From an optimization exercise on the open Yosys and OpenROAD flow, aimed at small area, a short achievable clock period and few clock cycles per item; shortcuts taken in it are not production practice.
In this exercise RTL edits were held to simulation tests only and were not proved equivalent to the original.

[design/flow/constraint.sdc]
create_clock -name core_clock -period 13.0 [get_ports {clk}]
set_input_delay 2.6000 -clock core_clock [delete_from_list [all_inputs] [get_ports {clk}]]
set_output_delay 2.6000 -clock core_clock [all_outputs]
set_load 0.01 [all_outputs]
[design/flow/config.mk]
export PLATFORM = sky130hd
export DESIGN_NAME = rational_arithmetic_unit
export DESIGN_NICKNAME = rational_arithmetic_unit
export VERILOG_FILES = /design/flow/design.v
export SDC_FILE = /design/flow/constraint.sdc
export NUM_CORES = 4
export LEC_CHECK = 0
export CAP_MARGIN = 20
export CORE_MARGIN = 2
export CORE_UTILIZATION = 40
export SLEW_MARGIN = 20
[design/flow/design.v]
`default_nettype none
package rau_pkg;
	localparam int DW = 64;
	localparam logic [2:0] OP_ADD = 3'd0;
	localparam logic [2:0] OP_SUB = 3'd1;
	localparam logic [2:0] OP_MUL = 3'd2;
	localparam logic [2:0] OP_DIV = 3'd3;
	localparam logic [2:0] OP_NEG = 3'd4;
	localparam logic [2:0] OP_ABS = 3'd5;
	localparam logic [1:0] ST_OK       = 2'd0;
	localparam logic [1:0] ST_DIVZERO  = 2'd1;
	localparam logic [1:0] ST_OVERFLOW = 2'd2;
	typedef struct packed {
		logic load;
		logic mul_x;
		logic mul_y;
		logic mul_d;
		logic comb;
		logic gcd_init;
		logic gcd_step;
		logic div_init;
		logic div_step;
		logic emit;
	} cmd_t;
	typedef struct packed {
		logic early;
		logic mag_zero;
		logic gcd_done;
		logic div_done;
		logic out_free;
	} sts_t;
endpackage
`default_nettype wire
`default_nettype none
module rau_ctrl
(
	input  wire  clk,
	input  wire  arst_n,
	input  wire  in_valid,
	output logic in_ready,
	input  rau_pkg::sts_t sts,
	output rau_pkg::cmd_t cmd
);
	typedef enum logic [10:0] {
		S_IDLE  = 11'b00000000001,
		S_PRE   = 11'b00000000010,
		S_MULX  = 11'b00000000100,
		S_MULY  = 11'b00000001000,
		S_MULD  = 11'b00000010000,
		S_COMB  = 11'b00000100000,
		S_GINIT = 11'b00001000000,
		S_GCD   = 11'b00010000000,
		S_DINIT = 11'b00100000000,
		S_DIV   = 11'b01000000000,
		S_DONE  = 11'b10000000000
	} state_t;
	state_t state_q, state_d;
	always_comb begin
		state_d = state_q;
		cmd = '0;
		in_ready = 1'b0;
		case (state_q)
			S_IDLE: begin
				in_ready = 1'b1;
				if (in_valid) begin
					cmd.load = 1'b1;
					state_d = S_PRE;
				end
			end
			S_PRE: state_d = sts.early ? S_DONE : S_MULX;
			S_MULX: begin
				cmd.mul_x = 1'b1;
				state_d = S_MULY;
			end
			S_MULY: begin
				cmd.mul_y = 1'b1;
				state_d = S_MULD;
			end
			S_MULD: begin
				cmd.mul_d = 1'b1;
				state_d = S_COMB;
			end
			S_COMB: begin
				cmd.comb = 1'b1;
				state_d = S_GINIT;
			end
			S_GINIT: begin
				if (sts.mag_zero) begin
					state_d = S_DONE;
				end else begin
					cmd.gcd_init = 1'b1;
					state_d = S_GCD;
				end
			end
			S_GCD: begin
				if (sts.gcd_done) begin
					state_d = S_DINIT;
				end else begin
					cmd.gcd_step = 1'b1;
				end
			end
			S_DINIT: begin
				cmd.div_init = 1'b1;
				state_d = S_DIV;
			end
			S_DIV: begin
				if (sts.div_done) begin
					state_d = S_DONE;
				end else begin
					cmd.div_step = 1'b1;
				end
			end
			S_DONE: begin
				if (sts.out_free) begin
					cmd.emit = 1'b1;
					state_d = S_IDLE;
				end
			end
			default: state_d = S_IDLE;
		endcase
	end
	always_ff @(posedge clk or negedge arst_n) begin
		if (!arst_n) begin
			state_q <= S_IDLE;
		end else begin
			state_q <= state_d;
		end
	end
endmodule
`default_nettype wire
`default_nettype none
module rau_datapath
#(
	parameter int WIDTH = 32
) (
	input  wire         clk,
	input  wire         arst_n,
	input  rau_pkg::cmd_t cmd,
	output rau_pkg::sts_t sts,
	input  wire  [2:0]  in_op,
	input  wire  [31:0] in_a_num,
	input  wire  [30:0] in_a_den,
	input  wire  [31:0] in_b_num,
	input  wire  [30:0] in_b_den,
	output logic        out_valid,
	input  wire         out_ready,
	output logic [31:0] out_r_num,
	output logic [30:0] out_r_den,
	output logic [1:0]  out_status
);
	localparam int DW = rau_pkg::DW;
	localparam logic [DW-1:0] LIM = DW'(1) << (WIDTH - 1);
	logic [2:0]    op_q;
	logic          sa_q, sb_q, neg_q;
	logic [31:0]   ma_q, mb_q;
	logic [30:0]   ad_q, bd_q;
	logic          early_q, magz_q;
	logic [1:0]    early_st_q;
	logic [DW-1:0] x_q, y_q, den_q, mag_q;
	logic [DW-1:0] u_q, v_q, g_q, qm_q, qd_q, rm_q, rd_q;
	logic [5:0]    k_q;
	logic [6:0]    cnt_q;
	logic          valid_q;
	logic [31:0]   rnum_q;
	logic [30:0]   rden_q;
	logic [1:0]    rst_q;
	logic          ld_early;
	logic [1:0]    ld_st;
	logic [31:0]   mul_a, mul_b;
	logic [DW-1:0] prod;
	logic          sbe;
	logic [DW-1:0] mag_d;
	logic          neg_d;
	logic [DW:0]   shm, shd;
	logic [DW:0]   gx;
	logic          ovf;
	logic [31:0]   fnum;
	logic [30:0]   fden;
	logic [1:0]    fst;
	always_comb begin
		ld_early = 1'b0;
		ld_st = rau_pkg::ST_OK;
		if (in_op > rau_pkg::OP_ABS) begin
			ld_early = 1'b1;
		end else if (in_a_den == '0) begin
			ld_early = 1'b1;
			ld_st = rau_pkg::ST_DIVZERO;
		end else if (in_op < rau_pkg::OP_NEG && in_b_den == '0) begin
			ld_early = 1'b1;
			ld_st = rau_pkg::ST_DIVZERO;
		end else if (in_op == rau_pkg::OP_DIV && in_b_num == '0) begin
			ld_early = 1'b1;
			ld_st = rau_pkg::ST_DIVZERO;
		end
	end
	always_comb begin
		mul_a = ma_q;
		mul_b = {1'b0, bd_q};
		if (cmd.mul_x) begin
			mul_a = ma_q;
			if (op_q == rau_pkg::OP_MUL) begin
				mul_b = mb_q;
			end else if (op_q >= rau_pkg::OP_NEG) begin
				mul_b = 32'd1;
			end
		end else if (cmd.mul_y) begin
			mul_a = mb_q;
			mul_b = {1'b0, ad_q};
		end else begin
			mul_a = {1'b0, ad_q};
			if (op_q == rau_pkg::OP_DIV) begin
				mul_b = mb_q;
			end else if (op_q >= rau_pkg::OP_NEG) begin
				mul_b = 32'd1;
			end
		end
	end
	assign prod = DW'(mul_a) * DW'(mul_b);
	always_comb begin
		sbe = (op_q == rau_pkg::OP_SUB) ? !sb_q : sb_q;
		mag_d = x_q;
		neg_d = 1'b0;
		case (op_q)
			rau_pkg::OP_ADD, rau_pkg::OP_SUB: begin
				if (sa_q == sbe) begin
					mag_d = x_q + y_q;
					neg_d = sa_q;
				end else if (x_q >= y_q) begin
					mag_d = x_q - y_q;
					neg_d = sa_q;
				end else begin
					mag_d = y_q - x_q;
					neg_d = sbe;
				end
			end
			rau_pkg::OP_MUL, rau_pkg::OP_DIV: neg_d = sa_q ^ sb_q;
			rau_pkg::OP_NEG: neg_d = !sa_q;
			default: neg_d = 1'b0;
		endcase
	end
	assign gx  = {1'b0, g_q};
	assign shm = {rm_q, qm_q[DW-1]};
	assign shd = {rd_q, qd_q[DW-1]};
	always_comb begin
		ovf = (qd_q > LIM - DW'(1)) || (neg_q ? (qm_q > LIM) : (qm_q > LIM - DW'(1)));
		fnum = '0;
		fden = 31'd1;
		fst = rau_pkg::ST_OK;
		if (early_q) begin
			fst = early_st_q;
		end else if (magz_q) begin
			fst = rau_pkg::ST_OK;
		end else if (ovf) begin
			fst = rau_pkg::ST_OVERFLOW;
		end else begin
			fnum = neg_q ? (32'd0 - qm_q[31:0]) : qm_q[31:0];
			fden = qd_q[30:0];
		end
	end
	always_ff @(posedge clk) begin
		if (cmd.load) begin
			op_q <= in_op;
			sa_q <= in_a_num[31];
			sb_q <= in_b_num[31];
			ma_q <= in_a_num[31] ? (32'd0 - in_a_num) : in_a_num;
			mb_q <= in_b_num[31] ? (32'd0 - in_b_num) : in_b_num;
			ad_q <= in_a_den;
			bd_q <= in_b_den;
			early_q <= ld_early;
			early_st_q <= ld_st;
		end
		if (cmd.mul_x) x_q <= prod;
		if (cmd.mul_y) y_q <= prod;
		if (cmd.mul_d) den_q <= prod;
		if (cmd.comb) begin
			mag_q <= mag_d;
			neg_q <= neg_d;
			magz_q <= (mag_d == '0);
		end
		if (cmd.gcd_init) begin
			u_q <= mag_q;
			v_q <= den_q;
			k_q <= '0;
		end else if (cmd.gcd_step) begin
			if (!u_q[0] && !v_q[0]) begin
				u_q <= u_q >> 1;
				v_q <= v_q >> 1;
				k_q <= k_q + 6'd1;
			end else if (!u_q[0]) begin
				u_q <= u_q >> 1;
			end else if (!v_q[0]) begin
				v_q <= v_q >> 1;
			end else if (u_q >= v_q) begin
				u_q <= u_q - v_q;
			end else begin
				v_q <= v_q - u_q;
			end
		end
		if (cmd.div_init) begin
			g_q <= (u_q | v_q) << k_q;
			qm_q <= mag_q;
			qd_q <= den_q;
			rm_q <= '0;
			rd_q <= '0;
			cnt_q <= '0;
		end else if (cmd.div_step) begin
			cnt_q <= cnt_q + 7'd1;
			if (shm >= gx) begin
				rm_q <= DW'(shm - gx);
				qm_q <= {qm_q[DW-2:0], 1'b1};
			end else begin
				rm_q <= shm[DW-1:0];
				qm_q <= {qm_q[DW-2:0], 1'b0};
			end
			if (shd >= gx) begin
				rd_q <= DW'(shd - gx);
				qd_q <= {qd_q[DW-2:0], 1'b1};
			end else begin
				rd_q <= shd[DW-1:0];
				qd_q <= {qd_q[DW-2:0], 1'b0};
			end
		end
		if (cmd.emit) begin
			rnum_q <= fnum;
			rden_q <= fden;
			rst_q <= fst;
		end
	end
	always_ff @(posedge clk or negedge arst_n) begin
		if (!arst_n) begin
			valid_q <= 1'b0;
		end else if (cmd.emit) begin
			valid_q <= 1'b1;
		end else if (out_ready) begin
			valid_q <= 1'b0;
		end
	end
	assign sts.early    = early_q;
	assign sts.mag_zero = magz_q;
	assign sts.gcd_done = (u_q == '0) || (v_q == '0);
	assign sts.div_done = (cnt_q == 7'(DW));
	assign sts.out_free = !valid_q || out_ready;
	assign out_valid  = valid_q;
	assign out_r_num  = rnum_q;
	assign out_r_den  = rden_q;
	assign out_status = rst_q;
endmodule
`default_nettype wire
`default_nettype none
module rational_arithmetic_unit
#(
	parameter int WIDTH = 32
) (
	input  wire          clk,
	input  wire          arst_n,
	input  wire          s_axis_tvalid,
	output logic         s_axis_tready,
	input  wire  [127:0] s_axis_tdata,   
	input  wire  [2:0]   s_axis_tuser,   
	output logic         m_axis_tvalid,
	input  wire          m_axis_tready,
	output logic [63:0]  m_axis_tdata,   
	output logic [1:0]   m_axis_tuser    
);
	rau_pkg::cmd_t cmd;
	rau_pkg::sts_t sts;
	logic [31:0] r_num;
	logic [30:0] r_den;
	rau_ctrl u_ctrl (
		.clk      (clk),
		.arst_n   (arst_n),
		.in_valid (s_axis_tvalid),
		.in_ready (s_axis_tready),
		.sts      (sts),
		.cmd      (cmd)
	);
	rau_datapath #(
		.WIDTH (WIDTH)
	) u_dp (
		.clk        (clk),
		.arst_n     (arst_n),
		.cmd        (cmd),
		.sts        (sts),
		.in_op      (s_axis_tuser),
		.in_a_num   (s_axis_tdata[31:0]),
		.in_a_den   (s_axis_tdata[62:32]),
		.in_b_num   (s_axis_tdata[94:63]),
		.in_b_den   (s_axis_tdata[125:95]),
		.out_valid  (m_axis_tvalid),
		.out_ready  (m_axis_tready),
		.out_r_num  (r_num),
		.out_r_den  (r_den),
		.out_status (m_axis_tuser)
	);
	assign m_axis_tdata = {1'b0, r_den, r_num};
endmodule
`default_nettype wire
[design/flow/run.sh]
#!/bin/bash
# synth_recipe.tcl (not shown) runs the flow's synth.tcl, then flattens the netlist and writes it again
# the make line also repeats each setting of config.mk as NAME=value (left out here)
make -C /OpenROAD-flow-scripts/flow DESIGN_CONFIG=/design/flow/config.mk WORK_HOME=/design/flow/orfs CLKGATE_MAP_FILE= SYNTH_SCRIPT=/design/flow/synth_recipe.tcl finish
==> run notes <==
FF-to-FF Start=u_ctrl.state_q[9]$_DFFE_PN0P_; leading cell type in the layout, fill and taps excluded=nand2_1; post-CTS sizing=0; post-CTS setup buffers=0; CP dominant cell by count=fa_1; CP Launch Type=flip-flop; count of cell types in the netlist=103; full die area=258,000 sq um; layout cells sized above 1=5.63%; hold_ws=479 ps; # rows=184; Max H-tree Level=3; syn avg cell area=8.65 sq um; RSZ-0062 raised after global routing=no; critical path peak fanout=60; hold path start=u_dp.rm_q[39]$_SDFFE_PP0P_; mux contribution to synthesized area=2.59%; Tmin final=12,420 ps; final setup vio count=0; CP max-delay cell=o21ai_0; Initial DRC Count=9,146; reg2reg end=u_dp.y_q[62]$_DFFE_PP_; detailed-router iteration count before antenna repair=8; Routed WL=416,000 um; crit end category=flip-flop; DRC viols=0; crit path kind=flip-flop to flip-flop; largest family of logic cells by synthesized area=adder cells; fraction of the mapped netlist area in compound gates=15.8%; commonest cells after routing, fill and taps aside=1,476 x nand2_1, 1,472 x nor2_1, 1,386 x inv_1; Die Y-Extent=508 um; Setup TNS=0 ps; Crit. Startpoint=u_ctrl.state_q[9]$_DFFE_PN0P_; port bufs=199; Syn Inst Count=11.7k; MaxCap Viol Count=0; Post-synth EDFFs=776; post-route ant nets=0; Final Max Slew Viols=0; post-DP HPWL=334,000 um; Post-Synth Simple-Gate Area=16.9%; vias in the first global route=88.0k; Synth Register Bits=929; placed cell areas=108,000 sq um; Syn Nets=13.6k; r2r worst-path depth=37; async set-reset flop share out of synthesis=1.29%; worst path required time=13,590 ps; Area Overhead vs Synth=10.3%; first-pass GRT wire length=601,000 um; CTS buffer count=111; Main synth FF type=edfxtp_1; vias per cell=5.87; largest net degree at the start of global routing=137; delay-heaviest family, CP=adder cells; Synth Area in XOR/XNOR=3.90%; crit path DAT=13,010 ps; final non-filler cell area=112,000 sq um; routability cong.=1.02; CTS Hold Bufs=0; Fmax=80.5 MHz; Tot GR Track Use=31.6%; clock root cell=clkbuf_16; Hold Path Stages=2; CTS tree=built; DIE WIDTH=508 um; Hold Crit Endpoint=u_dp.rm_q[39]$_SDFFE_PP0P_; post-synthesis adder-cell area fraction=27.4%; Worst-path clk slew=60 ps; Core Area=252,000 sq um; Clock Sinks=929; Worst Path Buf+Inv=7; nets=13.5k; final hold vios=0; Clk Latency, worst-skew pair=830 ps; Slew headroom=16.8%; grt ovf=0; period utilisation layout=95.6%; Top-Level Pins=203; measured slew at the worst slew-check pin=1240 ps; vias=89.1k; R2R setup slack=580 ps; clk buf depth=3; wire per inst=27.4 um; initial antenna violation count=30; Initial Util=40.3%; sequential-to-total area share from yosys stat=26.0%; final setup skew=89.4 ps; Yosys Warn Count=2; slowest stage delay, CP=700 ps; Synth Cell Area=101,000 sq um; min-delay worst type=flip-flop to flip-flop; status=finished clean
-- cell usage after synthesis (51+ instances only) --
master    instances  area [sq um]
clkbuf_1        530          1990
buf_1            51           191
nand3_1         129           646
nand2_1        1479          5550
nor3_1          130           651
and3_1           73           457
o21a_1           72           541
a21o_1          227          1700
a211oi_1         58           435
o31ai_1          77           578
fa_1            903         18100
o21ai_0         552          2760
xnor2_1         333          2920
xor2_1          119          1040
or3_1            58           363
ha_1            778          9730
a221oi_1        111           972
nor2_1         1476          5540
edfxtp_1        776         23300
nand4_1         107           669
nor4_1          142           888
a21oi_1         813          4070
o211ai_1         87           653
nand2b_1        118           738
inv_1          1388          5210
dfxtp_1         141          2820
nor2b_1          69           432
mux2i_1         135          1350
o21bai_1        129           968
a31oi_1          74           463
-- cell type report --
class | instances | area (sq um)
multi-input combinational | 8803 | 67900
tap | 3348 | 4190
clock inverter | 84 | 1090
clock buffer | 126 | 2890
antenna | 27 | 67.6
sequential | 929 | 26400
timing repair buffer | 462 | 4070
fill | 24779 | 140000
inverter | 1401 | 5270
-- per-layer routing --
| metal | global-route usage, % | vias to the layer above | wire, um |
|---|---|---|---|
| li1 | - | 39746 | - |
| met1 | 40.8 | 44248 | 170000 |
| met2 | 50.0 | 4131 | 187000 |
| met3 | 4.59 | 964 | 29900 |
| met4 | 19.6 | 12 | 29900 |
| met5 | 0 | - | 85 |
-- through the flow --
step,worst slack (ps),utilization (%),cells
4_1_cts,101,44.4,15152
3_5_place_dp,256,42.8,14942
6_report,577,44.5,15180
5_1_grt,1.61,44.4,15160
3_3_place_gp,390,42.8,14941
2_1_floorplan,641,-,11736
-- worst max-delay path by stage --
stage | endpoint | slack, ps | depth (start not counted)
finish | u_dp.y_q[62]$_DFFE_PP_ | 580 | 37
global route | u_dp.x_q[61]$_DFFE_PP_ | 2 | 41
CTS | u_dp.y_q[62]$_DFFE_PP_ | 100 | 37
detailed placement | u_dp.y_q[62]$_DFFE_PP_ | 260 | 37
global placement | u_dp.y_q[62]$_DFFE_PP_ | 390 | 37
floorplan | u_dp.den_q[62]$_DFFE_PP_ | 640 | 40
-- worst reg2reg max path: cells and delay by family, from the launching register on --
family	cells	cell delay, ps
AO/OA/AOI/OAI	10	3700
XOR/XNOR	1	190
adder cells (fa/ha/maj)	9	4490
buffers and inverters	7	1600
flip-flops	1	480
AND/OR/NAND/NOR	10	1730
-- logic make-up (layout without fill, tap and decap cells) --
family / Yosys count / count (layout)
compound gates: 2536 / 2536
xor+xnor: 452 / 452
fa+ha+maj: 1681 / 1681
buf+inv: 2004 / 2073
flops: 929 / 929
mux: 198 / 198
other cells: 1 / 28
simple gates: 3935 / 3935
Testbench counts, summed over its fixed seeds: cycles 482,580, items 3,200.

==> what the ideal ports hide <==
How much do the figures lean on ideal ports? The routed layout below was timed once more, with nothing changed but the port constraints.
Step 1 assumes that a clkbuf_16 drives the clock port and a buf_2 every other input.
Step 2 adds t to the input delays and takes it off the output delays; t is the mean of the earliest and latest rising clock arrival at the registers after step 1. Input paths then give back, and output paths get back, about the clock's delay inside the block.
Slacks: ideal ports / drivers / drivers and shift; pairs: ideal ports / drivers.
t (ns): 0.890
setup WS [ns]: 0.577 / 0.577 / 0.577
hold WS [ns]: 0.479 / 0.479 / 0.479
worst register clock-pin slew, ns: 0.09 / 0.09
worst slew at a driven data input, ns: 0.17
After both steps setup and hold are still met in this run. The setup slack of this run moves by 0.000 ns with the drivers and by 0.000 ns with both steps.
